Source: an optimization exercise on an open RTL-to-GDS flow (aim: small area, a short achievable clock period and few clock cycles per item). Production flows keep margins and buffers that such runs may drop.
In this exercise RTL edits were held to simulation tests only and were not proved equivalent to the original.
Power figures rest on the tool's default switching activity, not on a simulated workload.

===== flow/config.mk =====
export PLATFORM = sky130hd
export DESIGN_NAME = soc_top
export DESIGN_NICKNAME = soc_top
export VERILOG_FILES = /design/flow/design.v
export SDC_FILE = /design/flow/constraint.sdc
export NUM_CORES = 4
export LEC_CHECK = 0
export CAP_MARGIN = 20
export CORE_MARGIN = 2
export CORE_UTILIZATION = 40
export CTS_CLUSTER_DIAMETER = 50
export CTS_CLUSTER_SIZE = 20
export PLACE_DENSITY = 0.6
export SETUP_SLACK_MARGIN = 2.5
export SLEW_MARGIN = 20

===== flow/constraint.sdc =====
create_clock -name core_clock -period 5.0 [get_ports {clock}]
set_input_delay 1.0000 -clock core_clock [delete_from_list [all_inputs] [get_ports {clock}]]
set_output_delay 1.0000 -clock core_clock [all_outputs]
set_load 0.01 [all_outputs]

===== flow/design.v =====
`timescale 1ns/1ps
package soc_pkg;
  typedef logic [6:0]  dmi_addr_t;
  typedef logic [31:0] data_t;
  typedef logic [15:0] led_t;
  typedef logic [1:0]  irq_t;
  typedef enum logic [1:0] {
    dmi_op_nop   = 2'd0,
    dmi_op_read  = 2'd1,
    dmi_op_write = 2'd2
  } dmi_op_t;
  typedef enum logic [1:0] {
    dmi_resp_ok     = 2'd0,
    dmi_resp_failed = 2'd2
  } dmi_resp_t;
  typedef enum logic [1:0] {
    state_idle,
    state_bus,
    state_respond
  } dm_state_t;
  localparam dmi_addr_t DMCONTROL_ADDR = 7'h10;
  localparam int        NDMRESET_BIT   = 1;
  localparam dmi_addr_t MMIO_BASE  = 7'h20;
  localparam int        MMIO_WORDS = 4;
  localparam dmi_addr_t MEM_BASE   = 7'h40;
  localparam logic [1:0] MMIO_LED     = 2'd0;
  localparam logic [1:0] MMIO_PENDING = 2'd1;
  localparam logic [1:0] MMIO_ENABLE  = 2'd2;
  localparam logic [1:0] MMIO_STATUS  = 2'd3;
endpackage
`timescale 1ns/1ps
module soc_top #(
  parameter int MEM_WORDS = 64
) (
  input  logic        clock,
  input  logic        reset,
  input  logic        dmi_req_valid,
  output logic        dmi_req_ready,
  input  logic [6:0]  dmi_req_addr,
  input  logic [31:0] dmi_req_data,
  input  logic [1:0]  dmi_req_op,
  output logic        dmi_resp_valid,
  input  logic        dmi_resp_ready,
  output logic [31:0] dmi_resp_data,
  output logic [1:0]  dmi_resp_resp,
  input  logic [1:0]  ext_irq,
  output logic [15:0] led,
  output logic [1:0]  irq
);
  localparam int QD = 4;   
  logic [1:0]            dmcontrol;
  logic [31:0]           led_reg;
  logic [1:0]            pending;
  logic [1:0]            enable;
  logic [1:0]            irq_q;      
  logic [MEM_WORDS-1:0][31:0] mem_q;
  logic                  x_valid;
  logic                  x_write;    
  logic                  x_ctl;      
  logic                  x_mem;      
  logic                  x_mmio;     
  logic                  x_unmap;    
  logic [1:0]            x_off;      
  logic [MEM_WORDS-1:0]  x_sel;      
  logic [31:0]           x_wdata;
  logic                  p_valid;
  logic [31:0]           p_data;
  logic                  p_err;
  logic [QD-1:0]         q_valid;
  logic [31:0]           q_data [QD];
  logic                  q_err  [QD];
  logic                  ready_q;
  logic accept;
  logic is_access;
  logic ndm;
  assign ndm           = dmcontrol[1];
  assign dmi_req_ready = ready_q;
  assign accept        = dmi_req_valid && ready_q;
  assign is_access     = (dmi_req_op == 2'd1) || (dmi_req_op == 2'd2);
  always_ff @(posedge clock) begin
    x_write <= (dmi_req_op == 2'd2);
    x_ctl   <= is_access && (dmi_req_addr == 7'h10);
    x_mem   <= is_access && dmi_req_addr[6];
    x_mmio  <= is_access && (dmi_req_addr[6:2] == 5'b01000);
    x_unmap <= is_access && !dmi_req_addr[6] && (dmi_req_addr[6:2] != 5'b01000) &&
               (dmi_req_addr != 7'h10);
    x_off   <= dmi_req_addr[1:0];
    for (int i = 0; i < MEM_WORDS; i++) begin
      x_sel[i] <= accept && is_access && dmi_req_addr[6] && (dmi_req_addr[5:0] == 6'(i));
    end
    x_wdata <= dmi_req_data;
  end
  logic [31:0] mem_rd;
  logic [31:0] mmio_rd;
  logic [31:0] new_data;
  logic        new_err;
  logic        mmio_wr;
  logic        mem_wr;
  always_comb begin
    mem_rd = '0;
    for (int i = 0; i < MEM_WORDS; i++) begin
      mem_rd = mem_rd | (mem_q[i] & {32{x_sel[i]}});
    end
  end
  always_comb begin
    case (x_off)
      2'd0:    mmio_rd = led_reg;
      2'd1:    mmio_rd = {30'b0, pending};
      2'd2:    mmio_rd = {30'b0, enable};
      default: mmio_rd = {30'b0, pending & enable};
    endcase
  end
  assign new_data = (mem_rd & {32{!x_write && !ndm}}) |
                    (mmio_rd & {32{x_mmio && !x_write && !ndm}}) |
                    ({30'b0, dmcontrol} & {32{x_ctl && !x_write}});
  assign new_err  = x_unmap || ((x_mem || x_mmio) && ndm);
  assign mem_wr   = x_write && !ndm;
  assign mmio_wr  = x_valid && x_mmio && x_write && !ndm;
  always_ff @(posedge clock) begin
    for (int i = 0; i < MEM_WORDS; i++) begin
      if (mem_wr && x_sel[i]) begin
        mem_q[i] <= x_wdata;
      end
    end
  end
  always_ff @(posedge clock) begin
    if (reset) begin
      dmcontrol <= 2'b00;
    end else if (x_valid && x_ctl && x_write) begin
      dmcontrol <= x_wdata[1:0];
    end
  end
  logic [1:0] pending_n, enable_n;
  assign pending_n = (pending & ~((mmio_wr && x_off == 2'd1) ? x_wdata[1:0] : 2'b00)) | ext_irq;
  assign enable_n  = (mmio_wr && x_off == 2'd2) ? x_wdata[1:0] : enable;
  always_ff @(posedge clock) begin
    if (reset || ndm) begin
      led_reg <= '0;
      pending <= '0;
      enable  <= '0;
      irq_q   <= '0;
    end else begin
      pending <= pending_n;
      enable  <= enable_n;
      irq_q   <= pending_n & enable_n;
      if (mmio_wr && x_off == 2'd0) begin
        led_reg <= x_wdata;
      end
    end
  end
  always_ff @(posedge clock) begin
    p_data <= new_data;
    p_err  <= new_err;
  end
  logic       take;
  logic [2:0] q_cnt, q_cnt_n;
  assign take = q_valid[0] && dmi_resp_ready;
  always_comb begin
    q_cnt = '0;
    for (int i = 0; i < QD; i++) q_cnt = q_cnt + 3'(q_valid[i]);
  end
  assign q_cnt_n = q_cnt - 3'(take) + 3'(p_valid);
  always_ff @(posedge clock) begin
    if (reset) begin
      x_valid <= 1'b0;
      p_valid <= 1'b0;
      ready_q <= 1'b1;
    end else begin
      x_valid <= accept;
      p_valid <= x_valid;
      ready_q <= (q_cnt_n + 3'(accept) + 3'(x_valid)) < 3'(QD);
    end
  end
  always_ff @(posedge clock) begin
    if (reset) begin
      q_valid <= '0;
    end else begin
      for (int i = 0; i < QD; i++) begin
        q_valid[i] <= (3'(i) < q_cnt_n);
      end
    end
  end
  always_ff @(posedge clock) begin
    for (int i = 0; i < QD; i++) begin
      if (take) begin
        if (p_valid && q_cnt == 3'(i + 1)) begin
          q_data[i] <= p_data;
          q_err[i]  <= p_err;
        end else if (i < QD - 1) begin
          q_data[i] <= q_data[(i < QD - 1) ? i + 1 : i];
          q_err[i]  <= q_err[(i < QD - 1) ? i + 1 : i];
        end
      end else if (p_valid && q_cnt == 3'(i)) begin
        q_data[i] <= p_data;
        q_err[i]  <= p_err;
      end
    end
  end
  assign dmi_resp_valid = q_valid[0];
  assign dmi_resp_data  = q_data[0];
  assign dmi_resp_resp  = {q_err[0], 1'b0};
  assign led            = led_reg[15:0];
  assign irq            = irq_q;
endmodule

===== flow/run.sh =====
#!/bin/bash
# synth_recipe.tcl (not shown) runs the flow's synth.tcl, then flattens the netlist and writes it again
# the make line also repeats each setting of config.mk as NAME=value (left out here)
make -C /OpenROAD-flow-scripts/flow DESIGN_CONFIG=/design/flow/config.mk WORK_HOME=/design/flow/orfs CLKGATE_MAP_FILE= SYNTH_SCRIPT=/design/flow/synth_recipe.tcl finish

==> impl_metrics.toml, run 1 <==
[yosys]
async_flop_share_pct = 0
synth_edf_count = 2114
synth_top_area_share_pct = 75.0
synth_most_common_cell = "edfxtp_1"
synth_cell_types = 51
yosysWarnings = 3
synth_nets = 4695
synthCells = 4639
yosys_register_bits = 2363
ys_top_cells_by_count = "edfxtp_1, a22o_1, a221oi_1"
synth_flop_cell = "edfxtp_1"
yosysSeqAreaShare_pct = 80.9
synth_area_mm2 = 0.0846
synth_area_leader_cell = "edfxtp_1"
ys_top_cells_by_area = "edfxtp_1, dfxtp_1, a22o_1"
synth_area_per_cell_um2 = 18.2

[finish]
fin_cells = 7874
largest_reg_flops = 2048
reg_top3 = "mem_q x2048, q_data x128, x_sel x64"
area_growth_pct = 17.6
fin_nets = 4968
largest_register = "mem_q"
n_fill_cell = 17300
multi_input_area_mm2 = 0.0165
final_layout_size_suffix_gt1_share_pct = 23.5
finalInstanceArea_mm2 = 0.0995
seqCellArea_mm2 = 0.0687
utilization_pct = 47.4

[critical_path]
required_ps = 5730
path_cells = "buf_12 > buf_12 > a22o_1 > a221oi_2 > nand4_1 > or4_1 > a22o_1"
critPathCaptureType = "flop"
slowest_stage = "or4_1"
cp.arrival_ps = 3520
critical-path-max-stage-delay_ps = 690
reg2reg_depth = 7
critPathMaxFanout = 7
path_class = "flop to flop"
cpLargestDelayFamily = "simple AND/OR/NAND/NOR gates"
worst-path-buf-inv = 2
cp-start-kind = "flop"
crit_cells = 7

[die]
die_area_mm2 = 0.215
core.rowCount = 168
io_pins = 101
die_w_um = 464
start_util_pct = 40.3
die_y_um = 464
coreArea_mm2 = 0.210

[cts]
ctsHoldBuffers = 0
clk_latency_ps = 870
cts_root_buf = "clkbuf_16"
clkSinkCount = 2363
cts.path.max_buffers = 3
clkTransAtPathRegs_ps = 80
numCtsBuffers = 186
cts_htree_levels = 4
cts_tree = "done"

[timing]
slew_headroom_pct = 24.9
hold_violations = 0
setup-tns-final_ps = 0
worstMarginPinSlew_ps = 1130
clock.fmax_mhz = 357
fin_crit_sh_pct = 56.0
finalClockSkew_ps = 44.4
finalMaxSlewViolations = 0
min_period_ps = 2800
grt_setup_unrepaired = "true"
setup_viol = 0

[drt]
antenna_left = 0
dr.pass1.iters = 8
post-route-drc-count = 0
routed_wirelength_um = 257000
viasPerCell = 6.12
dr.first_iter.drc_count = 6554
wl_per_cell_um = 32.7
vias = 48200

[power_and_ir_drop]
cellLeakagePower_nw = 32.1
max-vdd-ir-drop_v = 0.000598
power.density_mw_per_mm2 = 423

[grt]
grt_pass1_vias = 45800
grt_max_degree = 66
overflow = 0
grt_pass1_wl_um = 355000
antenna_found_initial = 23
grt_use_total_pct = 23.1

[placement]
dpl.hpwl_um = 140000
place_area_mm2 = 0.0888
routabilityCongestion = 0.927
portBuffers = 99
placedCellCount = 7373

[worst_hold_path]
hold_depth = 2
holdCritPathClass = "flop to flop"

[run]
cap_violations = 0

[outcome]
outcome = "no timing/DRC/antenna violations"
through the flow:
stage / hold slack (ps) / setup slack (ps) / total power, mW
global placement: 442 / 1260 / 25.3
finish: 461 / 2200 / 42.1
floorplan: 386 / 2320 / 24.5
global route: 474 / 2190 / 43.2
detailed placement: 446 / 1360 / 25.4
CTS: 457 / 2280 / 41.5
where the power goes:
part           total (mW)  switching, mW  internal, mW
sequential           22.5          0.369          22.1
clock                15.8           7.67          8.16
combinational        3.76           2.00          1.75
total                42.1           10.0          32.0
kinds of logic after synthesis:
group | after synthesis | share of synthesized area [%]
buffers and inverters | 351 | 2.34
AOI/OAI and AO/OA | 1176 | 11.8
muxes | 70 | 0.926
adders and majority gates | 9 | 0.151
DFF | 2363 | 80.9
and+or+nand+nor | 667 | 3.87
other | 1 | 0.00443
xor gates and xnor gates | 2 | 0.0207
path summary, 6_finish.rpt:
kind / from / endpoint / slack [ps]
setup / recovery: x_sel[28] / p_data[29] / 2200
hold / removal: led_reg[23] / led_reg[23] / 460
setup reg to reg: x_sel[28] / p_data[29] / 2200
hold reg to reg: led_reg[23] / led_reg[23] / 460
cell type report:
cell class | instances | area share [%]
Multi-Input combinational cell | 1938 | 16.6
Clock inverter | 137 | 1.68
Inverter | 10 | 0.0616
Timing Repair Buffer | 413 | 4.29
Clock buffer | 199 | 4.85
Antenna cell | 9 | 0.0226
Sequential cell | 2363 | 69.0
Tap cell | 2805 | 3.53
layer usage:
layer  vias to the layer above  track usage [%]  part of all wire, %
met2                      2623             36.3                   47
met4                         8             9.17                  4.1
met3                       504             5.10                   10
met1                     25200             31.3                   39
met5                         -                0                0.023
li1                      19900                -                    -
cells in the final DEF (no fill, tap or decap), types with 34 or more instances in the layout:
master / count
a22o_1: 517
dfxtp_2: 46
o22ai_1: 34
dfxtp_1: 160
nand4_1: 127
a221oi_2: 126
edfxtp_1: 2114
a221oi_1: 369
nand2_1: 172
mux2_4: 66
dfxtp_4: 43
a21oi_1: 35
and2_4: 41
clkdlybuf4s50_1: 45
nor2_1: 141
buf_12: 37
clkbuf_16: 197
buf_6: 43
buf_4: 206
worst reg2reg max path: cells and delay by family, from the launching register on:
kind / cells / cell delay (ps)
buffers and inverters: 2 / 310
AND/OR/NAND/NOR: 2 / 1370
AO/OA/AOI/OAI: 3 / 630
flip-flops: 1 / 370
what timing repair did:
item / CTS / global route
pin swaps: 106 / 138
cloned: 25 / 8
buffers inserted: 96 / 24
setup endpoints to repair: 2249 / 374
gates resized for setup: 582 / 206
Testbench counts, summed over its fixed seeds: cycles 4,120, items 4,096.
==> inputs of run 2 (changes only) <==
--- a/flow/design.v
+++ b/flow/design.v
@@ -48,5 +48,7 @@
   output logic [1:0]  irq
 );
-  localparam int QD = 4;   
+  localparam int QD = 4;                 
+  localparam int NP = 4;                 
+  localparam int PW = MEM_WORDS / NP;    
   logic [1:0]            dmcontrol;
   logic [31:0]           led_reg;
@@ -65,6 +67,9 @@
   logic [31:0]           x_wdata;
   logic                  p_valid;
+  logic [NP-1:0][31:0]   p_part;     
+  logic                  p_rdmem;    
+  logic [31:0]           p_other;    
+  logic                  p_err;
   logic [31:0]           p_data;
-  logic                  p_err;
   logic [QD-1:0]         q_valid;
   logic [31:0]           q_data [QD];
@@ -91,5 +96,5 @@
     x_wdata <= dmi_req_data;
   end
-  logic [31:0] mem_rd;
+  logic [NP-1:0][31:0] mem_rd;
   logic [31:0] mmio_rd;
   logic [31:0] new_data;
@@ -100,5 +105,5 @@
     mem_rd = '0;
     for (int i = 0; i < MEM_WORDS; i++) begin
-      mem_rd = mem_rd | (mem_q[i] & {32{x_sel[i]}});
+      mem_rd[i / PW] = mem_rd[i / PW] | (mem_q[i] & {32{x_sel[i]}});
     end
   end
@@ -111,6 +116,5 @@
     endcase
   end
-  assign new_data = (mem_rd & {32{!x_write && !ndm}}) |
-                    (mmio_rd & {32{x_mmio && !x_write && !ndm}}) |
+  assign new_data = (mmio_rd & {32{x_mmio && !x_write && !ndm}}) |
                     ({30'b0, dmcontrol} & {32{x_ctl && !x_write}});
   assign new_err  = x_unmap || ((x_mem || x_mmio) && ndm);
@@ -150,6 +154,13 @@
   end
   always_ff @(posedge clock) begin
-    p_data <= new_data;
-    p_err  <= new_err;
+    p_part  <= mem_rd;
+    p_rdmem <= !x_write && !ndm;
+    p_other <= new_data;
+    p_err   <= new_err;
+  end
+  always_comb begin
+    p_data = '0;
+    for (int k = 0; k < NP; k++) p_data = p_data | p_part[k];
+    p_data = (p_data & {32{p_rdmem}}) | p_other;
   end
   logic       take;
--- a/flow/config.mk
+++ b/flow/config.mk
@@ -8,8 +8,8 @@
 export CAP_MARGIN = 20
 export CORE_MARGIN = 2
-export CORE_UTILIZATION = 40
+export CORE_UTILIZATION = 55
 export CTS_CLUSTER_DIAMETER = 50
 export CTS_CLUSTER_SIZE = 20
-export PLACE_DENSITY = 0.6
+export PLACE_DENSITY = 0.68
 export SETUP_SLACK_MARGIN = 2.5
 export SLEW_MARGIN = 20
==> run 2 against run 1 <==
  * Via count increased by 3.6%
  * Wire length decreased by 1.7%
  * Fmax increased by 7.9%
  * Cell area decreased by 1.8%
  * Register-to-register slack improved by 200 ps
  * Sequential power increased by 4%
  * Largest power group unchanged
  * Critical endpoint is now mem_q[1432]
  * Power about the same
  * Area after synthesis increased by 3.2%
  * Critical path type unchanged
==> impl_metrics.toml, run 2 <==
[critical_path]
path_cells = "nor2b_4 > buf_16 > buf_4 > and2_4"
critPathCaptureType = "flop"
critical-path-max-stage-delay_ps = 640
slowest_stage = "and2_4"
reg2reg_depth = 4
cp-start-kind = "flop"
cp.arrival_ps = 3050
path_class = "flop to flop"
cpLargestDelayFamily = "simple AND/OR/NAND/NOR gates"
worst-path-buf-inv = 2
crit_cells = 4
required_ps = 5460
critPathMaxFanout = 32

[drt]
routed_wirelength_um = 253000
post-route-drc-count = 0
dr.first_iter.drc_count = 7694
wl_per_cell_um = 35.3
dr.pass1.iters = 8
viasPerCell = 6.98
antenna_left = 0
vias = 50000

[timing]
setup_viol = 0
worstMarginPinSlew_ps = 1170
grt_setup_unrepaired = "true"
slew_headroom_pct = 21.8
finalClockSkew_ps = 37.9
fin_crit_sh_pct = 51.9
min_period_ps = 2590
clock.fmax_mhz = 386
hold_violations = 0
finalMaxSlewViolations = 0
setup-tns-final_ps = 0

[die]
die_y_um = 402
core.rowCount = 146
coreArea_mm2 = 0.158
die_area_mm2 = 0.162
start_util_pct = 55.2
io_pins = 101
die_w_um = 402

[grt]
antenna_found_initial = 18
grt_use_total_pct = 30.5
grt_pass1_wl_um = 350000
grt_pass1_vias = 47100
grt_max_degree = 103
overflow = 0

[yosys]
synth_area_mm2 = 0.0873
synth_area_leader_cell = "edfxtp_1"
yosys_register_bits = 2492
yosysWarnings = 3
synth_nets = 4897
async_flop_share_pct = 0
synth_flop_cell = "edfxtp_1"
yosys.area_share.adder_pct = 0.146
ys_top_cells_by_area = "edfxtp_1, dfxtp_1, a221oi_1"
synth_edf_count = 2114
synthCells = 4841
synth_cell_types = 50
synth.mux.area_fraction_pct = 0.0831
synth-simple-area-share_pct = 3.90
synth_top_family_by_area = "compound AO/OA/AOI/OAI gates"
yosysSeqAreaShare_pct = 81.4
synth-compound-area-share_pct = 12.6
synth_top_area_share_pct = 72.7
synth-xor-area-share_pct = 0.0201
ys_top_cells_by_count = "edfxtp_1, a221oi_1, a22o_1"
synth_most_common_cell = "edfxtp_1"
synth_area_per_cell_um2 = 18.0

[cts]
cts_root_buf = "clkbuf_16"
cts_htree_levels = 4
clkTransAtPathRegs_ps = 80
clk_latency_ps = 860
cts.path.max_buffers = 3
cts_tree = "done"
ctsHoldBuffers = 0
numCtsBuffers = 185
clkSinkCount = 2492

[finish]
largest_reg_flops = 2048
reg_top3 = "mem_q x2048, p_part x128, q_data x128"
largest_register = "mem_q"
n_fill_cell = 10800
final_common_cell = "edfxtp_1"
area_growth_pct = 12.0
fin_nets = 4986
mostFrequentLayoutCells = "edfxtp_1, a221oi_1, a22o_1"
finalInstanceArea_mm2 = 0.0977
final_layout_size_suffix_gt1_share_pct = 15.4

[power_and_ir_drop]
cellLeakagePower_nw = 31.0
power_mw = 42.1
power.density_mw_per_mm2 = 431
max-vdd-ir-drop_v = 0.000344

[placement]
place_area_mm2 = 0.0906
portBuffers = 99
dpl.hpwl_um = 130000
routabilityCongestion = 0.874

[worst_hold_path]
hold_depth = 1
holdCritPathClass = "flop to flop"

[outcome]
outcome = "no timing/DRC/antenna violations"

[run]
cap_violations = 0
==> run 2: cell types whose count changed after synthesis, moves of 33 or more <==
| cell | delta |
|---|---|
| and3_1 | -33 |
| o32ai_1 | +64 |
| buf_6 | -52 |
| dfxtp_1 | +129 |
| nor3_1 | +132 |
| a21oi_1 | +65 |
| mux2_2 | -64 |
| a31oi_1 | -33 |
| o21ai_0 | +88 |
| clkbuf_1 | +76 |
| o22ai_1 | -35 |
| nand2_1 | -194 |
==> run 2: power breakdown <==
part,leakage [nW],switching [mW],total (mW),internal [mW]
clock network,3.07,7.77,15.6,7.84
registers,22.2,0.357,23.5,23.2
logic,5.70,1.84,2.94,1.11
==> run 2: logic make-up (layout without fill, tap and decap cells) <==
kind of cell,count (synthesis),in the layout
adders and majority gates,9,9
DFF,2492,2492
buffers and inverters,372,600
xor gates and xnor gates,2,2
muxes,7,7
other,1,8
and+or+nand+nor,625,637
AOI/OAI and AO/OA,1333,1333
==> run 2: cell type report <==
cell class | count | area [um^2] | area share, %
antenna | 7 | 17.5 | 0.0179
clock buffer | 218 | 5030 | 5.14
clock inverter | 120 | 1320 | 1.35
inverter | 12 | 45.0 | 0.0461
multi-input combinational | 1989 | 15200 | 15.5
sequential | 2492 | 71200 | 72.9
tap | 2072 | 2590 | 2.65
timing repair buffer | 250 | 2320 | 2.38
==> run 2: final timing paths <==
path | endpoint | slack (ps) | from
worst max-delay path | mem_q[1432] | 2410 | x_write
worst min-delay path | p_err | 420 | x_unmap
worst max register to register | mem_q[1432] | 2410 | x_write
worst min register to register | p_err | 420 | x_unmap
==> run 2: metal layers <==
layer / vias up / GRT usage [%] / share of wire (%)
met2: 3387 / 47.3 / 46
met1: 25700 / 43.0 / 38
li1: 20400 / - / -
met5: - / 0 / 0.013
met3: 491 / 6.49 / 12
met4: 6 / 11.3 / 3.9
==> run 2: per-stage QoR <==
step                      utilization (%)  cells  hold WS, ps  setup WS (ps)
after floorplan                         -   4841          386           2050
after global placement               57.3   6777          393           1210
after detailed placement             57.4   6781          392           1110
after CTS                            61.5   7133          409           2420
after global routing                 61.8   7154          423           2370
final                                61.9   7160          423           2410
==> run 2: timing repair <==
| item | 4_1_cts | 5_1_grt |
|---|---|---|
| setup endpoints to repair | 2202 | 454 |
| pin swaps | 11 | 7 |
| resized for setup | 281 | 49 |
| cloned | 4 | 16 |
| setup buffers | 10 | 3 |
Testbench counts of run 2, summed over its fixed seeds: cycles 4,120, items 4,096.
==> inputs of run 3 (changes only) <==
--- a/flow/design.v
+++ b/flow/design.v
@@ -65,4 +65,5 @@
   logic [1:0]            x_off;      
   logic [MEM_WORDS-1:0]  x_sel;      
+  logic                  x_read;     
   logic [31:0]           x_wdata;
   logic                  p_valid;
@@ -85,4 +86,5 @@
   always_ff @(posedge clock) begin
     x_write <= (dmi_req_op == 2'd2);
+    x_read  <= (dmi_req_op == 2'd1);
     x_ctl   <= is_access && (dmi_req_addr == 7'h10);
     x_mem   <= is_access && dmi_req_addr[6];
@@ -92,5 +94,5 @@
     x_off   <= dmi_req_addr[1:0];
     for (int i = 0; i < MEM_WORDS; i++) begin
-      x_sel[i] <= accept && is_access && dmi_req_addr[6] && (dmi_req_addr[5:0] == 6'(i));
+      x_sel[i] <= accept && dmi_req_addr[6] && (dmi_req_addr[5:0] == 6'(i));
     end
     x_wdata <= dmi_req_data;
@@ -155,5 +157,5 @@
   always_ff @(posedge clock) begin
     p_part  <= mem_rd;
-    p_rdmem <= !x_write && !ndm;
+    p_rdmem <= x_read && !ndm;
     p_other <= new_data;
     p_err   <= new_err;
@@ -164,12 +166,28 @@
     p_data = (p_data & {32{p_rdmem}}) | p_other;
   end
-  logic       take;
-  logic [2:0] q_cnt, q_cnt_n;
-  assign take = q_valid[0] && dmi_resp_ready;
-  always_comb begin
-    q_cnt = '0;
-    for (int i = 0; i < QD; i++) q_cnt = q_cnt + 3'(q_valid[i]);
-  end
-  assign q_cnt_n = q_cnt - 3'(take) + 3'(p_valid);
+  logic          take;
+  logic [QD-1:0] q_valid_n;
+  logic [QD:0]   q_ext;      
+  logic [QD-1:0] q_at;       
+  assign take  = q_valid[0] && dmi_resp_ready;
+  assign q_ext = {q_valid, 1'b1};
+  always_comb begin
+    for (int i = 0; i < QD; i++) q_at[i] = q_ext[i] && !q_ext[i + 1];
+  end
+  always_comb begin
+    case ({p_valid, take})
+      2'b10:   q_valid_n = {q_valid[QD-2:0], 1'b1};
+      2'b01:   q_valid_n = {1'b0, q_valid[QD-1:1]};
+      default: q_valid_n = q_valid;
+    endcase
+  end
+  logic ready_n;
+  always_comb begin
+    case ({accept, x_valid})
+      2'b00:   ready_n = !q_valid_n[QD-1];
+      2'b11:   ready_n = !q_valid_n[QD-3];
+      default: ready_n = !q_valid_n[QD-2];
+    endcase
+  end
   always_ff @(posedge clock) begin
     if (reset) begin
@@ -177,17 +195,10 @@
       p_valid <= 1'b0;
       ready_q <= 1'b1;
+      q_valid <= '0;
     end else begin
       x_valid <= accept;
       p_valid <= x_valid;
-      ready_q <= (q_cnt_n + 3'(accept) + 3'(x_valid)) < 3'(QD);
-    end
-  end
-  always_ff @(posedge clock) begin
-    if (reset) begin
-      q_valid <= '0;
-    end else begin
-      for (int i = 0; i < QD; i++) begin
-        q_valid[i] <= (3'(i) < q_cnt_n);
-      end
+      ready_q <= ready_n;
+      q_valid <= q_valid_n;
     end
   end
@@ -195,5 +206,5 @@
     for (int i = 0; i < QD; i++) begin
       if (take) begin
-        if (p_valid && q_cnt == 3'(i + 1)) begin
+        if (p_valid && q_at[(i < QD - 1) ? i + 1 : i] && i < QD - 1) begin
           q_data[i] <= p_data;
           q_err[i]  <= p_err;
@@ -202,5 +213,5 @@
           q_err[i]  <= q_err[(i < QD - 1) ? i + 1 : i];
         end
-      end else if (p_valid && q_cnt == 3'(i)) begin
+      end else if (p_valid && q_at[i]) begin
         q_data[i] <= p_data;
         q_err[i]  <= p_err;
--- a/flow/config.mk
+++ b/flow/config.mk
@@ -8,8 +8,8 @@
 export CAP_MARGIN = 20
 export CORE_MARGIN = 2
-export CORE_UTILIZATION = 55
+export CORE_UTILIZATION = 40
 export CTS_CLUSTER_DIAMETER = 50
 export CTS_CLUSTER_SIZE = 20
-export PLACE_DENSITY = 0.68
+export PLACE_DENSITY = 0.6
 export SETUP_SLACK_MARGIN = 2.5
 export SLEW_MARGIN = 20
==> run 3 against run 2 <==
  * Sequential power hardly changed
  * First-iteration DRC count is 13% lower
  * Clock skew is 8.0 ps higher
==> impl_metrics.toml, run 3 <==
[outcome]
outcome = "no timing/DRC/antenna violations"

[yosys]
ys_top_cells_by_count = "edfxtp_1, a221oi_1, a22o_1"
ys_top_cells_by_area = "edfxtp_1, dfxtp_1, a221oi_1"
synth_top_area_share_pct = 72.9
synth_area_per_cell_um2 = 17.9
synth_edf_count = 2114
synth_nets = 4924
synth_area_mm2 = 0.0870
synth_cell_types = 46
yosys_register_bits = 2493
yosysWarnings = 3
synth_most_common_cell = "edfxtp_1"
synthCells = 4871
synth_area_leader_cell = "edfxtp_1"
yosysSeqAreaShare_pct = 81.7
synth_flop_cell = "edfxtp_1"
async_flop_share_pct = 0

[timing]
clock.fmax_mhz = 393
setup_viol = 0
grt_setup_unrepaired = "true"
finalMaxSlewViolations = 0
slew_headroom_pct = 21.3
finalClockSkew_ps = 45.9
fin_crit_sh_pct = 50.9
setup-tns-final_ps = 0
hold_violations = 0
min_period_ps = 2550
worstMarginPinSlew_ps = 1180

[power_and_ir_drop]
power.density_mw_per_mm2 = 411
max-vdd-ir-drop_v = 0.000305
swShare_pct = 22.1
power_mw = 40.3
p_seq_share_pct = 58.0
power_switching_mw = 8.90
p_comb_share_pct = 2.8
pwr-share-clk_pct = 39.2
cellLeakagePower_nw = 30.8
internal_power_mw = 31.4

[drt]
dr.pass1.iters = 5
antenna_left = 0
wl_per_cell_um = 32.5
dr.first_iter.drc_count = 6699
viasPerCell = 6.22
routed_wirelength_um = 260000
vias = 49700
post-route-drc-count = 0

[worst_hold_path]
hold_depth = 1
hold_start = "x_unmap"
holdCritPathClass = "flop to flop"
holdPathEnd = "p_err"

[cts]
clkSinkCount = 2493
numCtsBuffers = 184
clk_latency_ps = 840
cts_htree_levels = 4
cts_root_buf = "clkbuf_16"
cts_tree = "done"
cts.path.max_buffers = 3
clkTransAtPathRegs_ps = 80
ctsHoldBuffers = 0

[critical_path]
r2r-start = "x_sel[63]"
slowest_stage = "and2_2"
critPathMaxFanout = 23
path_common_cell = "buf_4"
cp.arrival_ps = 3060
reg2reg_depth = 3
rr_endpoint = "mem_q[2034]"
required_ps = 5510
cp-start-kind = "flop"
path_class = "flop to flop"
worst-path-buf-inv = 2
cpLargestDelayFamily = "buffers and inverters"
rrSetupSlack_ps = 2450
critical-path-max-stage-delay_ps = 710
critPathCaptureType = "flop"
path_cells = "buf_4 > and2_2 > buf_4"

[grt]
grt_pass1_wl_um = 364000
grt_max_degree = 97
grt_pass1_vias = 47300
antenna_found_initial = 21
overflow = 0
grt_use_total_pct = 22.9

[placement]
portBuffers = 99
dpl.hpwl_um = 142000
routabilityCongestion = 0.825

[die]
coreArea_mm2 = 0.217
die_y_um = 470
io_pins = 101
start_util_pct = 40.2
die_area_mm2 = 0.221
core.rowCount = 171
die_w_um = 470

[finish]
area_growth_pct = 12.7
seqCellArea_mm2 = 0.0713
largest_reg_flops = 2048
mostFrequentLayoutCells = "edfxtp_1, a221oi_1, a22o_1"
final_layout_size_suffix_gt1_share_pct = 14.2
fin_nets = 5024
n_fill_cell = 18300
final_common_cell = "edfxtp_1"
reg_top3 = "mem_q x2048, p_part x128, q_data x128"
multi_input_area_mm2 = 0.0146
largest_register = "mem_q"

[run]
cap_violations = 0
run 3: cell types whose count changed after synthesis, sizes merged, moves of 3 or more:
cell / previous run / this run
clkbuf: 272 / 310
o32ai: 64 / 0
o21ai: 97 / 163
and3b: 0 / 3
a21oi: 102 / 69
nor2: 143 / 170
a211oi: 0 / 3
buf: 88 / 48
nand3b: 1 / 5
nor3: 163 / 132
o22ai: 0 / 64
run 3: area by class of cell:
cell class | instances | area share, %
Tap cell | 2854 | 3.64
Clock buffer | 219 | 5.02
Timing Repair Buffer | 272 | 2.30
Clock inverter | 125 | 1.47
Sequential cell | 2493 | 72.6
Antenna cell | 6 | 0.0153
Multi-Input combinational cell | 2010 | 14.9
Inverter | 10 | 0.0383
run 3: logic make-up (layout without fill, tap and decap cells):
| kind of cell | after synthesis | count (layout) | share of synthesized area [%] |
|---|---|---|---|
| AO/OA/AOI/OAI | 1369 | 1369 | 12.7 |
| adder cells (fa/ha/maj) | 6 | 6 | 0.0863 |
| buffers and inverters | 368 | 626 | 1.74 |
| flip-flops | 2493 | 2493 | 81.7 |
| multiplexers | 7 | 7 | 0.0863 |
| other | 1 | 7 | 0.00431 |
| AND/OR/NAND/NOR | 627 | 627 | 3.77 |
run 3: stage by stage:
stage / std cells / setup slack [ps] / instance area (um^2) / hold WS [ps] / util [%]
2_1_floorplan: 4871 / 2500 / 87100 / 386 / -
3_3_place_gp: 7631 / 1350 / 91600 / 400 / 42.3
3_5_place_dp: 7633 / 1280 / 91700 / 421 / 42.3
6_report: 7989 / 2450 / 98100 / 446 / 45.3
4_1_cts: 7981 / 2420 / 98100 / 439 / 45.2
5_1_grt: 7985 / 2420 / 98100 / 459 / 45.3
run 3: metal layers:
metal  GRT usage, %  wire length, um  vias to the layer above
li1               -                -                    20400
met1           32.9           107000                    26000
met2           36.1           121000                     2883
met3           3.94            25400                      376
met4           5.67             6410                        8
met5              0               61                        -
run 3: timing repair:
action,in CTS,in global routing
gates resized for setup,225,24
endpoints found under the setup margin,999,389
buffers inserted,4,2
run 3: power by group through the flow:
stage	registers (mW)	clock network (mW)	logic [mW]
detailed placement	23.8	0	1.11
floorplan	23.8	0	0.561
CTS	23.4	16.0	1.10
finish	23.4	15.8	1.11
global placement	23.8	0	1.06
global route	23.4	16.7	1.21
run 3: how the worst max path moves through the flow:
stage / from / to / slack, ps / cells after the start
after floorplan: dmi_resp_ready / ready_q / 2500 / 9
after global placement: dmi_resp_ready / q_err[0] / 1350 / 7
after detailed placement: dmi_resp_ready / q_err[0] / 1280 / 7
after CTS: q_valid[0] / dmi_resp_valid / 2420 / 1
after global routing: x_write / mem_q[896] / 2420 / 4
final: x_sel[63] / mem_q[2034] / 2450 / 3
run 3: worst reg2reg max path: stages, from the launching register on:
cell and delay [ps]:
dfxtp_2 610, buf_4 500, and2_2 710, buf_4 410
Testbench counts of run 3, summed over its fixed seeds: cycles 4,120, items 4,096.
==> inputs of run 4 (changes only) <==
--- a/flow/config.mk
+++ b/flow/config.mk
@@ -9,7 +9,8 @@
 export CORE_MARGIN = 2
 export CORE_UTILIZATION = 40
-export CTS_CLUSTER_DIAMETER = 50
-export CTS_CLUSTER_SIZE = 20
+export CTS_CLUSTER_DIAMETER = 60
+export CTS_CLUSTER_SIZE = 24
 export PLACE_DENSITY = 0.6
 export SETUP_SLACK_MARGIN = 2.5
 export SLEW_MARGIN = 20
+export TNS_END_PERCENT = 10
==> run 4 against run 3 <==
  * Still clean
  * Power shrank 4.7%
  * Sequential share of layout area grew 0.85 points
  * Die area is the same
  * Synthesized cell count is the same
  * Flip-flop and latch count is the same
  * Critical path type is now flop to output pin
  * Largest cell class unchanged
  * Largest power group unchanged
==> impl_metrics.toml, run 4 <==
[die]
io_pins = 101
die_y_um = 470
die_area_mm2 = 0.221
core.rowCount = 171
die_w_um = 470
coreArea_mm2 = 0.217
start_util_pct = 40.2

[critical_path]
reg2reg_depth = 5
rr_endpoint = "mem_q[1224]"
cp-start-kind = "flop"
slowest_stage = "clkdlybuf4s50_1"
critical-path-max-stage-delay_ps = 530
r2r-start = "x_write"
critPathCaptureType = "output pin"
critPathCapture = "dmi_resp_valid"
crit_start = "q_valid[0]"
critPathMaxFanout = 2
path_class = "flop to output pin"
required_ps = 4000
rrSetupSlack_ps = 2460
cp.arrival_ps = 1700
cpLargestDelayFamily = "buffers and inverters"
path_cells = "clkdlybuf4s50_1"
worst-path-buf-inv = 1
crit_cells = 1

[cts]
cts_tree = "done"
clkSinkCount = 2493
clk_latency_ps = 830
cts.path.max_buffers = 3
clkTransAtPathRegs_ps = 90
cts_htree_levels = 4
numCtsBuffers = 151
cts_root_buf = "clkbuf_16"

[yosys]
async_flop_share_pct = 0
synth_cell_types = 46
synth_edf_count = 2114
yosys_register_bits = 2493
synth_flop_cell = "edfxtp_1"
synthCells = 4871
synth_top_area_share_pct = 72.9
ys_top_cells_by_area = "edfxtp_1, dfxtp_1, a221oi_1"
ys_top_cells_by_count = "edfxtp_1, a221oi_1, a22o_1"
synth_most_common_cell = "edfxtp_1"
yosysSeqAreaShare_pct = 81.7
synth_area_per_cell_um2 = 17.9
yosysWarnings = 3
synth_nets = 4924
synth_area_leader_cell = "edfxtp_1"
synth_area_mm2 = 0.0870

[placement]
routabilityCongestion = 0.825
dpl.hpwl_um = 142000
dpl_worst_slack_ps = 1280
portBuffers = 99

[drt]
viasPerCell = 6.23
dr.pass1.iters = 5
antenna_left = 0
wl_per_cell_um = 32.7
post-route-drc-count = 0
vias = 49300
dr.first_iter.drc_count = 6506
routed_wirelength_um = 259000

[run]
cap_violations = 0

[finish]
utilization_pct = 44.7
final_layout_size_suffix_gt1_share_pct = 12.7
largest_register = "mem_q"
largest_reg_flops = 2048
reg_top3 = "mem_q x2048, p_part x128, q_data x128"
mostFrequentLayoutCells = "edfxtp_1, a221oi_1, a22o_1"
n_fill_cell = 18400
fin_nets = 4990
final_common_cell = "edfxtp_1"
area_growth_pct = 11.4

[timing]
finalClockSkew_ps = 32.3
min_period_ps = 2700
worstMarginPinSlew_ps = 1160
setup-tns-final_ps = 0
slew_headroom_pct = 22.9
setup_viol = 0
finalMaxSlewViolations = 0
hold_violations = 0
clock.fmax_mhz = 371
final.setup.worst_slack_ps = 2300
fin_crit_sh_pct = 53.9
grt_setup_unrepaired = "true"

[grt]
overflow = 0
grt_pass1_vias = 46900
grt_use_total_pct = 22.8
grt_max_degree = 97
antenna_found_initial = 20
grt_pass1_wl_um = 362000

[power_and_ir_drop]
cellLeakagePower_nw = 30.3
max-vdd-ir-drop_v = 0.000285
power.density_mw_per_mm2 = 396

[worst_hold_path]
holdCritPathClass = "flop to flop"

[outcome]
outcome = "no timing/DRC/antenna violations"
[run 4: cell counts after synthesis]
Identical to the previous run, type by type.
[run 4: cell families after synthesis]
group	count (synthesis)	synth area share [%]
simple gates	627	3.77
mux	7	0.0863
other cells	1	0.00431
buf+inv	368	1.74
compound gates	1369	12.7
flops	2493	81.7
fa+ha+maj	6	0.0863
[run 4: layer usage]
metal	GRT usage [%]	vias to the layer above	share of wire, %
met5	0	-	0.014
met3	3.71	346	9.7
met4	5.97	6	2.8
met1	33.1	25900	41
li1	-	20300	-
met2	35.7	2738	46
[run 4: timing repair]
item                       4_1_cts  5_1_grt
setup buffers                    2        2
setup endpoints to repair     1000      980
hold buffers                     0        0
gates resized for setup        190       16
[run 4: power by group]
| group | internal (mW) | switching [mW] | total, mW |
|---|---|---|---|
| sequential | 23.0 | 0.352 | 23.4 |
| clock | 6.57 | 7.35 | 13.9 |
| combinational | 0.386 | 0.727 | 1.11 |
[run 4: worst min-delay path by stage]
stage,cells after the start,end,startpoint,slack (ps)
after global placement,1,p_err,x_unmap,400
after global routing,1,p_rdmem,x_read,450
after floorplan,1,p_err,x_unmap,390
after CTS,1,p_err,x_unmap,440
after detailed placement,1,p_err,x_unmap,420
final,1,p_rdmem,x_read,440
[run 4: layout make-up]
class                           instances  area (um^2)  share of cell area (%)
Sequential cell                      2493        71200                    73.5
Timing Repair Buffer                  271         2280                    2.35
Antenna cell                            8         20.0                  0.0206
Multi-Input combinational cell       2010        14600                    15.1
Inverter                               10         37.5                  0.0387
Clock buffer                          185         4120                    4.25
Clock inverter                         85         1080                    1.12
Tap cell                             2854         3570                    3.68
[run 4: through the flow]
step / power [mW] / instance area, um^2 / hold slack [ps] / std cells
final: 38.4 / 97000 / 443 / 7916
after global routing: 39.4 / 96900 / 451 / 7909
after CTS: 38.5 / 96900 / 441 / 7905
after detailed placement: 25.0 / 91700 / 421 / 7633
after global placement: 24.9 / 91600 / 400 / 7631
after floorplan: 24.4 / 87100 / 386 / 4871
==> inputs of run 5 (changes only) <==
--- a/flow/design.v
+++ b/flow/design.v
@@ -70,5 +70,4 @@
   logic [NP-1:0][31:0]   p_part;     
   logic                  p_rdmem;    
-  logic [31:0]           p_other;    
   logic                  p_err;
   logic [31:0]           p_data;
@@ -156,13 +155,13 @@
   end
   always_ff @(posedge clock) begin
-    p_part  <= mem_rd;
+    p_part[0] <= (mem_rd[0] & {32{x_read && !ndm}}) | new_data;
+    for (int k = 1; k < NP; k++) p_part[k] <= mem_rd[k];
     p_rdmem <= x_read && !ndm;
-    p_other <= new_data;
     p_err   <= new_err;
   end
   always_comb begin
     p_data = '0;
-    for (int k = 0; k < NP; k++) p_data = p_data | p_part[k];
-    p_data = (p_data & {32{p_rdmem}}) | p_other;
+    for (int k = 1; k < NP; k++) p_data = p_data | p_part[k];
+    p_data = (p_data & {32{p_rdmem}}) | p_part[0];
   end
   logic          take;
--- a/flow/config.mk
+++ b/flow/config.mk
@@ -14,3 +14,2 @@
 export SETUP_SLACK_MARGIN = 2.5
 export SLEW_MARGIN = 20
-export TNS_END_PERCENT = 10
==> run 5 against run 4 <==
  * Hold slack improved by 14 ps
  * Clock-buffer cell count decreased by 5
  * Register-to-register slack got worse by 40 ps
  * Die area decreased by 0.97%
  * Global-route usage decreased by 0.98 points
  * Critical path depth increased by 3
  * Via count decreased by 4.0%
==> impl_metrics.toml, run 5 <==
[critical_path]
slowest_stage = "and2_4"
cp.arrival_ps = 3030
cp-start-kind = "flop"
required_ps = 5450
reg2reg_depth = 4
critical-path-max-stage-delay_ps = 700
path_class = "flop to flop"
critPathMaxFanout = 38
path_cells = "nor2b_4 > buf_12 > buf_4 > and2_4"
critPathCaptureType = "flop"

[yosys]
yosys_register_bits = 2461
yosysSeqAreaShare_pct = 81.7
synth_most_common_cell = "edfxtp_1"
synth_area_per_cell_um2 = 18.1
ys_top_cells_by_count = "edfxtp_1, a22o_1, a221oi_1"
synthCells = 4765
synth_edf_count = 2114
ys_top_cells_by_area = "edfxtp_1, dfxtp_1, a22o_1"
synth_top_area_share_pct = 73.7
synth_area_mm2 = 0.0862
synth_nets = 4818
async_flop_share_pct = 0
synth_flop_cell = "edfxtp_1"
synth_area_leader_cell = "edfxtp_1"
yosysWarnings = 3
synth_cell_types = 45

[power_and_ir_drop]
internal_power_mw = 29.7
max-vdd-ir-drop_v = 0.000403
cellLeakagePower_nw = 30.3
pwr-share-clk_pct = 36.7
power.density_mw_per_mm2 = 400
swShare_pct = 22.4
power_switching_mw = 8.59
p_seq_share_pct = 59.9
p_comb_share_pct = 3.4

[drt]
dr.pass1.iters = 5
dr.first_iter.drc_count = 6411
antenna_left = 0
viasPerCell = 6.09
routed_wirelength_um = 246000
wl_per_cell_um = 31.7
post-route-drc-count = 0
vias = 47400

[run]
cap_violations = 0

[finish]
reg_top3 = "mem_q x2048, p_part x128, q_data x128"
n_fill_cell = 18300
final_layout_size_suffix_gt1_share_pct = 12.7
fin_nets = 4854
final_common_cell = "edfxtp_1"
area_growth_pct = 11.1
largest_reg_flops = 2048
mostFrequentLayoutCells = "edfxtp_1, a22o_1, a221oi_1"
fin_cells = 7772
largest_register = "mem_q"

[timing]
grt_setup_unrepaired = "true"
fin_crit_sh_pct = 51.6
hold_violations = 0
finalMaxSlewViolations = 0
finalClockSkew_ps = 43.7
clock.fmax_mhz = 388
setup_viol = 0
worstMarginPinSlew_ps = 1120
min_period_ps = 2580
setup-tns-final_ps = 0
final.setup.worst_slack_ps = 2420
slew_headroom_pct = 25.5

[cts]
cts_tree = "done"
cts_root_buf = "clkbuf_16"
clkSinkCount = 2461
numCtsBuffers = 156
clk_latency_ps = 840
clkTransAtPathRegs_ps = 90
cts.path.max_buffers = 3
cts_htree_levels = 4

[die]
die_y_um = 468
core.rowCount = 170
die_w_um = 468
start_util_pct = 40.2
die_area_mm2 = 0.219
io_pins = 101
coreArea_mm2 = 0.214

[grt]
grt_use_total_pct = 21.8
grt_pass1_wl_um = 341000
grt_max_degree = 96
antenna_found_initial = 27
overflow = 0
grt_pass1_vias = 44000

[outcome]
outcome = "no timing/DRC/antenna violations"

[placement]
dpl.hpwl_um = 131000
routabilityCongestion = 0.815
portBuffers = 99
placedCellCount = 7454
dpl_worst_slack_ps = 1680

[worst_hold_path]
holdCritPathClass = "flop to flop"
hold_depth = 2
## run 5: cell count changes after synthesis, moves of 46 or more
cell	change
clkbuf_1	-68
a21oi_1	+61
buf_2	+46
nor3_1	-125
nand2_1	+61
o21ai_0	-124
## run 5: repair_timing
action / in CTS / in global routing
gates resized for setup: 249 / 14
hold buffers: 0 / 0
pin swaps: 1 / 4
gates cloned: 0 / 7
setup buffers: 11 / 7
setup endpoints to repair: 1745 / 1584
hold endpoints to repair: 0 / 0
## run 5: critical path: cells and delay by family (launching register included)
family                 cells  cell delay [ps]
buffers and inverters      2              590
AND/OR/NAND/NOR            2              950
flip-flops                 1              600
## run 5: worst paths after layout
| check | slack [ps] | endpoint | start |
|---|---|---|---|
| hold reg to reg | 460 | led_reg[21] | led_reg[21] |
| setup reg to reg | 2420 | mem_q[508] | x_write |
| hold / removal | 460 | led_reg[21] | led_reg[21] |
| setup / recovery | 2420 | mem_q[508] | x_write |
## run 5: through the flow
| stage | hold WS [ps] | instance area (um^2) | utilization [%] | total power [mW] |
|---|---|---|---|---|
| final | 458 | 95700 | 44.6 | 38.3 |
| after global routing | 473 | 95700 | 44.6 | 39.3 |
| after CTS | 458 | 95500 | 44.6 | 38.5 |
| after detailed placement | 447 | 90200 | 42.1 | 24.7 |
| after global placement | 442 | 90100 | 42.0 | 24.7 |
| after floorplan | 386 | 86200 | - | 24.1 |
## run 5: layout make-up
class                      count  area (um^2)  share of cell area (%)
clock buffer                 180         4090                    4.27
timing repair buffer         222         1780                    1.86
inverter                       9         33.8                  0.0353
multi-input combinational   1951        14400                    15.0
tap                         2838         3550                    3.71
sequential                  2461        70600                    73.8
antenna                       11         27.5                  0.0288
clock inverter               100         1270                    1.33
## run 5: cell families after synthesis
logic type      share of synthesized area (%)
flops                                    81.7
buf+inv                                  1.92
fa+ha+maj                              0.0871
simple gates                             3.36
mux                                    0.0726
other cells                           0.00435
compound gates                           12.8
## run 5: routing by layer
layer,global-route usage [%],share of wire [%]
met1,31.4,42
met2,34.3,47
met3,3.79,9.1
met4,5.47,2.6
met5,0,0.015
## run 5: power groups by stage
stage | clock network (mW) | registers (mW) | logic (mW)
finish | 14.1 | 22.9 | 1.32
floorplan | 0 | 23.5 | 0.663
global route | 14.9 | 23.0 | 1.46
detailed placement | 0 | 23.4 | 1.31
global placement | 0 | 23.4 | 1.26
CTS | 14.2 | 22.9 | 1.31
Testbench counts of run 5, summed over its fixed seeds: cycles 4,120, items 4,096.
==> inputs of run 6 (changes only) <==
--- a/flow/config.mk
+++ b/flow/config.mk
@@ -9,6 +9,6 @@
 export CORE_MARGIN = 2
 export CORE_UTILIZATION = 40
-export CTS_CLUSTER_DIAMETER = 60
-export CTS_CLUSTER_SIZE = 24
+export CTS_CLUSTER_DIAMETER = 50
+export CTS_CLUSTER_SIZE = 20
 export PLACE_DENSITY = 0.6
 export SETUP_SLACK_MARGIN = 2.5
==> run 6 against run 5 <==
  * Still clean on timing, DRC and antenna
  * Non-clock buffer count down 3
  * Combinational power about the same
  * Die area unchanged
  * Critical path type unchanged
  * Largest power group unchanged
==> impl_metrics.toml, run 6 <==
[run]
cap_violations = 0

[yosys]
synth_edf_count = 2114
synth_flop_cell = "edfxtp_1"
ys_top_cells_by_count = "edfxtp_1, a22o_1, a221oi_1"
synth_area_per_cell_um2 = 18.1
yosysWarnings = 3
synthCells = 4765
async_flop_share_pct = 0
synth_most_common_cell = "edfxtp_1"
synth_nets = 4818
ys_top_cells_by_area = "edfxtp_1, dfxtp_1, a22o_1"
yosys_register_bits = 2461
synth_top_area_share_pct = 73.7
synth_area_mm2 = 0.0862
synth_cell_types = 45
yosysSeqAreaShare_pct = 81.7
synth_area_leader_cell = "edfxtp_1"

[timing]
finalMaxSlewViolations = 0
fin_crit_sh_pct = 49.3
min_period_ps = 2460
clock.fmax_mhz = 406
finalClockSkew_ps = 36.6
setup-tns-final_ps = 0
grt_setup_unrepaired = "false"
hold_violations = 0
worstMarginPinSlew_ps = 1130
setup_viol = 0
slew_headroom_pct = 24.4

[finish]
area_growth_pct = 13.3
utilization_pct = 45.5
fin_nets = 4891
largest_register = "mem_q"
final_common_cell = "edfxtp_1"
reg_top3 = "mem_q x2048, p_part x128, q_data x128"
mostFrequentLayoutCells = "edfxtp_1, a22o_1, a221oi_1"
final_layout_size_suffix_gt1_share_pct = 14.4
largest_reg_flops = 2048

[placement]
dpl.hpwl_um = 131000
routabilityCongestion = 0.815
portBuffers = 99

[die]
start_util_pct = 40.2
die_y_um = 468
core.rowCount = 170
die_area_mm2 = 0.219
coreArea_mm2 = 0.214
io_pins = 101
die_w_um = 468

[drt]
wl_per_cell_um = 31.3
viasPerCell = 6.06
dr.pass1.iters = 5
post-route-drc-count = 0
vias = 47600
antenna_left = 0
routed_wirelength_um = 246000
dr.first_iter.drc_count = 6186

[grt]
grt_max_degree = 96
grt_pass1_wl_um = 344000
grt_use_total_pct = 22.0
antenna_found_initial = 25
grt_pass1_vias = 44600
overflow = 0

[critical_path]
critPathMaxFanout = 32
critPathCaptureType = "flop"
cp-start-kind = "flop"
required_ps = 5760
cp.arrival_ps = 3220
rrSetupSlack_ps = 2540
path_class = "flop to flop"
reg2reg_depth = 5

[cts]
cts_root_buf = "clkbuf_16"
cts_tree = "done"
ctsHoldBuffers = 0
numCtsBuffers = 201
cts_htree_levels = 4
clk_latency_ps = 860
cts.path.max_buffers = 3
clkSinkCount = 2461
clkTransAtPathRegs_ps = 80

[worst_hold_path]
holdCritPathClass = "flop to flop"
hold_depth = 2

[power_and_ir_drop]
cellLeakagePower_nw = 31.2
max-vdd-ir-drop_v = 0.000398
power.density_mw_per_mm2 = 425

[outcome]
outcome = "no timing/DRC/antenna violations"
[run 6: cell counts after synthesis]
Identical to the previous run, type by type.
[run 6: logic make-up (layout without fill, tap and decap cells)]
| family | Yosys count | after routing | share of synthesized area, % |
|---|---|---|---|
| muxes | 6 | 6 | 0.0726 |
| other | 1 | 8 | 0.00435 |
| adders and majority gates | 6 | 6 | 0.0871 |
| AOI/OAI and AO/OA | 1363 | 1363 | 12.8 |
| and+or+nand+nor | 568 | 570 | 3.36 |
| DFF | 2461 | 2461 | 81.7 |
| buffers and inverters | 360 | 609 | 1.92 |
[run 6: final timing paths]
path	to	startpoint
hold reg to reg	led_reg[19]	led_reg[19]
setup reg to reg	p_part[11]	x_sel[5]
setup / recovery	p_part[11]	x_sel[5]
hold / removal	led_reg[19]	led_reg[19]
[run 6: timing repair]
action,4_1_cts,5_1_grt
buffers inserted,11,3
setup endpoints to repair,1755,1546
gates cloned,0,2
pin swaps,1,1
resized for setup,262,10
endpoints found under the hold margin,0,0
[run 6: final cells by class]
cell class	instances	area (um^2)
fillers	18100	117000
flip-flops and latches	2461	70600
multi-input cells	1946	14300
clock buffers	228	5360
well taps	2838	3550
clock inverters	153	1970
repair buffers	219	1750
inverters	9	33.8
diodes	7	17.5
[run 6: critical path, cell delays in order, from the launching register on]
cell and delay, ps:
dfxtp_2 320, buf_4 280, a22o_1 300, a221oi_1 680, nand4_1 460, a22o_1 300
[run 6: layer usage]
metal  share of wire (%)  up-vias  global-route usage [%]  wire, um
met4                 2.7        2                    6.10      6610
met1                  41    24900                    31.4    102000
li1                    -    19900                       -         -
met3                 9.2      341                    3.92     22700
met5               0.019        -                       0        46
met2                  47     2435                    34.5    115000
[run 6: per-stage QoR]
step / power, mW / hold WS, ps / area (um^2) / std cells / setup WS (ps)
after floorplan: 24.1 / 386 / 86200 / 4765 / 2520
after global placement: 24.7 / 442 / 90100 / 7452 / 1670
after detailed placement: 24.7 / 447 / 90200 / 7454 / 1680
after CTS: 41.7 / 456 / 97500 / 7846 / 2220
after global routing: 42.6 / 472 / 97600 / 7855 / 2500
final: 41.5 / 456 / 97600 / 7861 / 2540
[run 6: report_power, final]
part / internal, mW / switching, mW
clock: 9.01 / 8.23
sequential: 22.7 / 0.195
combinational: 0.422 / 0.899
total: 32.2 / 9.32
==> inputs of run 7 (changes only) <==
--- a/flow/design.v
+++ b/flow/design.v
@@ -65,4 +65,5 @@
   logic [1:0]            x_off;      
   logic [MEM_WORDS-1:0]  x_sel;      
+  logic [MEM_WORDS-1:0]  x_wsel;     
   logic                  x_read;     
   logic [31:0]           x_wdata;
@@ -93,5 +94,7 @@
     x_off   <= dmi_req_addr[1:0];
     for (int i = 0; i < MEM_WORDS; i++) begin
-      x_sel[i] <= accept && dmi_req_addr[6] && (dmi_req_addr[5:0] == 6'(i));
+      x_sel[i]  <= accept && dmi_req_addr[6] && (dmi_req_addr[5:0] == 6'(i));
+      x_wsel[i] <= accept && (dmi_req_op == 2'd2) && dmi_req_addr[6] &&
+                   (dmi_req_addr[5:0] == 6'(i));
     end
     x_wdata <= dmi_req_data;
@@ -102,5 +105,4 @@
   logic        new_err;
   logic        mmio_wr;
-  logic        mem_wr;
   always_comb begin
     mem_rd = '0;
@@ -120,9 +122,8 @@
                     ({30'b0, dmcontrol} & {32{x_ctl && !x_write}});
   assign new_err  = x_unmap || ((x_mem || x_mmio) && ndm);
-  assign mem_wr   = x_write && !ndm;
   assign mmio_wr  = x_valid && x_mmio && x_write && !ndm;
   always_ff @(posedge clock) begin
     for (int i = 0; i < MEM_WORDS; i++) begin
-      if (mem_wr && x_sel[i]) begin
+      if (!ndm && x_wsel[i]) begin
         mem_q[i] <= x_wdata;
       end
==> run 7 against run 6 <==
  * Still clean on timing, DRC and antenna
  * Power grew 0.53%
  * Sequential share of layout area decreased by 0.18 points
  * Clock-buffer cell count shrank 4
  * Combinational power down 4%
  * Highest routed layer unchanged
==> impl_metrics.toml, run 7 <==
[critical_path]
path_cells = "buf_2"
rr_endpoint = "mem_q[1391]"
rrSetupSlack_ps = 2600
required_ps = 4000
critical-path-max-stage-delay_ps = 640
cp.arrival_ps = 1730
crit_cells = 1
path_class = "flop to output pin"
critPathMaxFanout = 1
slowest_stage = "edfxtp_1"
worst-path-buf-inv = 1
r2r-start = "dmcontrol[1]"
critPathCaptureType = "output pin"
reg2reg_depth = 3
cpLargestDelayFamily = "flip-flops"
cp-start-kind = "flop"

[drt]
vias = 49500
routed_wirelength_um = 265000
viasPerCell = 6.14
wl_met3_um = 24600
dr.first_iter.drc_count = 6479
dr_wl_met2_um = 127000
wl_per_cell_um = 32.9
m1WireLength_um = 104000
post-route-drc-count = 0
antenna_left = 0
highest_layer = "met5"
dr.pass1.iters = 5

[timing]
finalClockSkew_ps = 49.0
clock.fmax_mhz = 366
finalMaxSlewViolations = 0
grt_setup_unrepaired = "true"
setup-tns-final_ps = 0
hold_violations = 0
setup_viol = 0
worstMarginPinSlew_ps = 1240
fin_hold_ws_ps = 455
min_period_ps = 2730
fin_crit_sh_pct = 54.7
slew_headroom_pct = 17.5

[yosys]
yosys_register_bits = 2525
async_flop_share_pct = 0
synth_most_common_cell = "edfxtp_1"
synth_flop_cell = "edfxtp_1"
synth_area_leader_cell = "edfxtp_1"
yosysSeqAreaShare_pct = 82.1
synth_area_per_cell_um2 = 18.0
synth_top_area_share_pct = 72.7
ys_top_cells_by_count = "edfxtp_1, a22o_1, a221oi_1"
yosysWarnings = 3
synthCells = 4844
synth_cell_types = 46
synth_edf_count = 2114
synth_nets = 4897
synth_area_mm2 = 0.0874
ys_top_cells_by_area = "edfxtp_1, dfxtp_1, a22o_1"

[worst_hold_path]
holdCritPathClass = "flop to flop"
hold_depth = 2
holdPathEnd = "p_part[73]"
hold_start = "mem_q[1385]"

[outcome]
outcome = "no timing/DRC/antenna violations"

[finish]
largest_register = "mem_q"
finalInstanceArea_mm2 = 0.0996
mostFrequentLayoutCells = "edfxtp_1, a22o_1, a221oi_1"
reg_top3 = "mem_q x2048, p_part x128, q_data x128"
final_common_cell = "edfxtp_1"
largest_reg_flops = 2048
fin_nets = 5073
final_layout_size_suffix_gt1_share_pct = 14.1
area_growth_pct = 14.0

[power_and_ir_drop]
power.density_mw_per_mm2 = 419
cellLeakagePower_nw = 31.9
max-vdd-ir-drop_v = 0.000335

[cts]
clkTransAtPathRegs_ps = 80
cts_tree = "done"
clkSinkCount = 2525
cts_htree_levels = 4
clk_latency_ps = 880
cts.path.max_buffers = 3
cts_root_buf = "clkbuf_16"
numCtsBuffers = 196

[grt]
overflow = 0
grt_max_degree = 117
grt_use_total_pct = 23.3
grt_pass1_vias = 46800
antenna_found_initial = 34
grt_pass1_wl_um = 365000

[run]
cap_violations = 0

[die]
core.rowCount = 171
die_w_um = 471
coreArea_mm2 = 0.217
die_y_um = 471
io_pins = 101
start_util_pct = 40.2
die_area_mm2 = 0.222

[placement]
routabilityCongestion = 0.838
place_area_mm2 = 0.0925
dpl.hpwl_um = 136000
portBuffers = 99
## run 7: cell count changes after synthesis, moves of 29 or more
cell,previous run,this run
dfxtp_1,347,411
o21ai_1,32,2
buf_2,59,24
nor2b_1,11,74
nor2_1,178,240
and2_1,98,34
o21ai_0,38,67
## run 7: final cells by class
class,count,area [um^2]
Clock buffer,224,5150
Timing Repair Buffer,274,2120
Tap cell,2854,3570
Sequential cell,2525,71900
Fill cell,18100,118000
Inverter,9,33.8
Clock inverter,147,1890
Multi-Input combinational cell,2014,14900
Antenna cell,14,35.0
## run 7: timing repair
item / 4_1_cts / 5_1_grt
hold buffers: 0 / 0
setup buffers: 12 / 0
resized for setup: 239 / 12
setup endpoints to repair: 200 / 34
## run 7: metrics by stage
step                      util, %  std cells  setup WS (ps)  power, mW
final                        45.9       8061           2270       41.7
after global placement       42.6       7664           1590       25.1
after CTS                    45.8       8047           2200       41.9
after floorplan                 -       4844           2350       24.6
after detailed placement     42.6       7664           1580       25.2
after global routing         45.8       8055           2240       42.8
## run 7: per-layer routing
metal	vias to the layer above	track usage, %
li1	20400	-
met1	26000	31.6
met2	2667	37.8
met3	419	3.90
met4	10	8.39
met5	-	0
## run 7: where the power goes
part | total, mW | switching, mW | internal [mW]
clock | 17.0 | 8.16 | 8.83
sequential | 23.5 | 0.211 | 23.3
combinational | 1.27 | 0.861 | 0.410
## run 7: how the worst max path moves through the flow
| stage | end | startpoint |
|---|---|---|
| 5_1_grt | dmi_resp_data[9] | q_data[0][9] |
| 3_5_place_dp | ready_q | dmi_resp_ready |
| 6_report | dmi_resp_data[9] | q_data[0][9] |
| 4_1_cts | dmi_resp_data[10] | q_data[0][10] |
| 2_1_floorplan | mem_q[1000] | dmcontrol[1] |
| 3_3_place_gp | ready_q | dmi_resp_ready |
## run 7: kinds of logic (layout without fill, tap and decap cells)
logic type	count (synthesis)	in the layout	synth area share [%]
DFF	2525	2525	82.1
AOI/OAI and AO/OA	1364	1364	12.7
and+or+nand+nor	639	639	3.65
buffers and inverters	305	654	1.45
adders and majority gates	6	6	0.0859
muxes	4	4	0.0487
other	1	15	0.00429
## run 7: worst min-delay path: stages, from the launching register on
cell      delay [ps]
edfxtp_1         320
a221oi_1          70
nand4_1           60
Testbench counts of run 7, summed over its fixed seeds: cycles 4,120, items 4,096.

-- what the ideal ports hide --
In the flow no input, the clock included, has a driving cell. The finished layouts below were timed again as built, in two steps. Step 1 assumes that a clkbuf_16 drives the clock port and a buf_2 every other input. Step 2 moves the port delays by t, midway between the first and last clock arrival at a register: inputs arrive t later, outputs are due t later. That takes back most of the time a late clock gives input paths. Three values: ideal, step 1, step 2; two values: the first two.
run	shift t [ns]	setup slack, ns	latest minus earliest clock arrival (ns)
run 1	0.922	2.202 / 2.202 / 1.464	0.049 / 0.050
run 2	0.928	2.407 / 2.385 / 1.697	0.042 / 0.042
run 3	0.908	2.454 / 2.454 / 1.752	0.056 / 0.056
run 4	0.900	2.303 / 2.211 / 1.595	0.034 / 0.034
run 5	0.896	2.421 / 2.421 / 1.795	0.044 / 0.044
run 6	0.930	2.535 / 2.476 / 1.798	0.044 / 0.043
run 7	0.954	2.267 / 2.174 / 1.718	0.051 / 0.052
After both steps setup and hold are still met in every run listed. The setup slack of run 1, which loses most, moves by 0.000 ns with the drivers and by -0.738 ns with both steps.
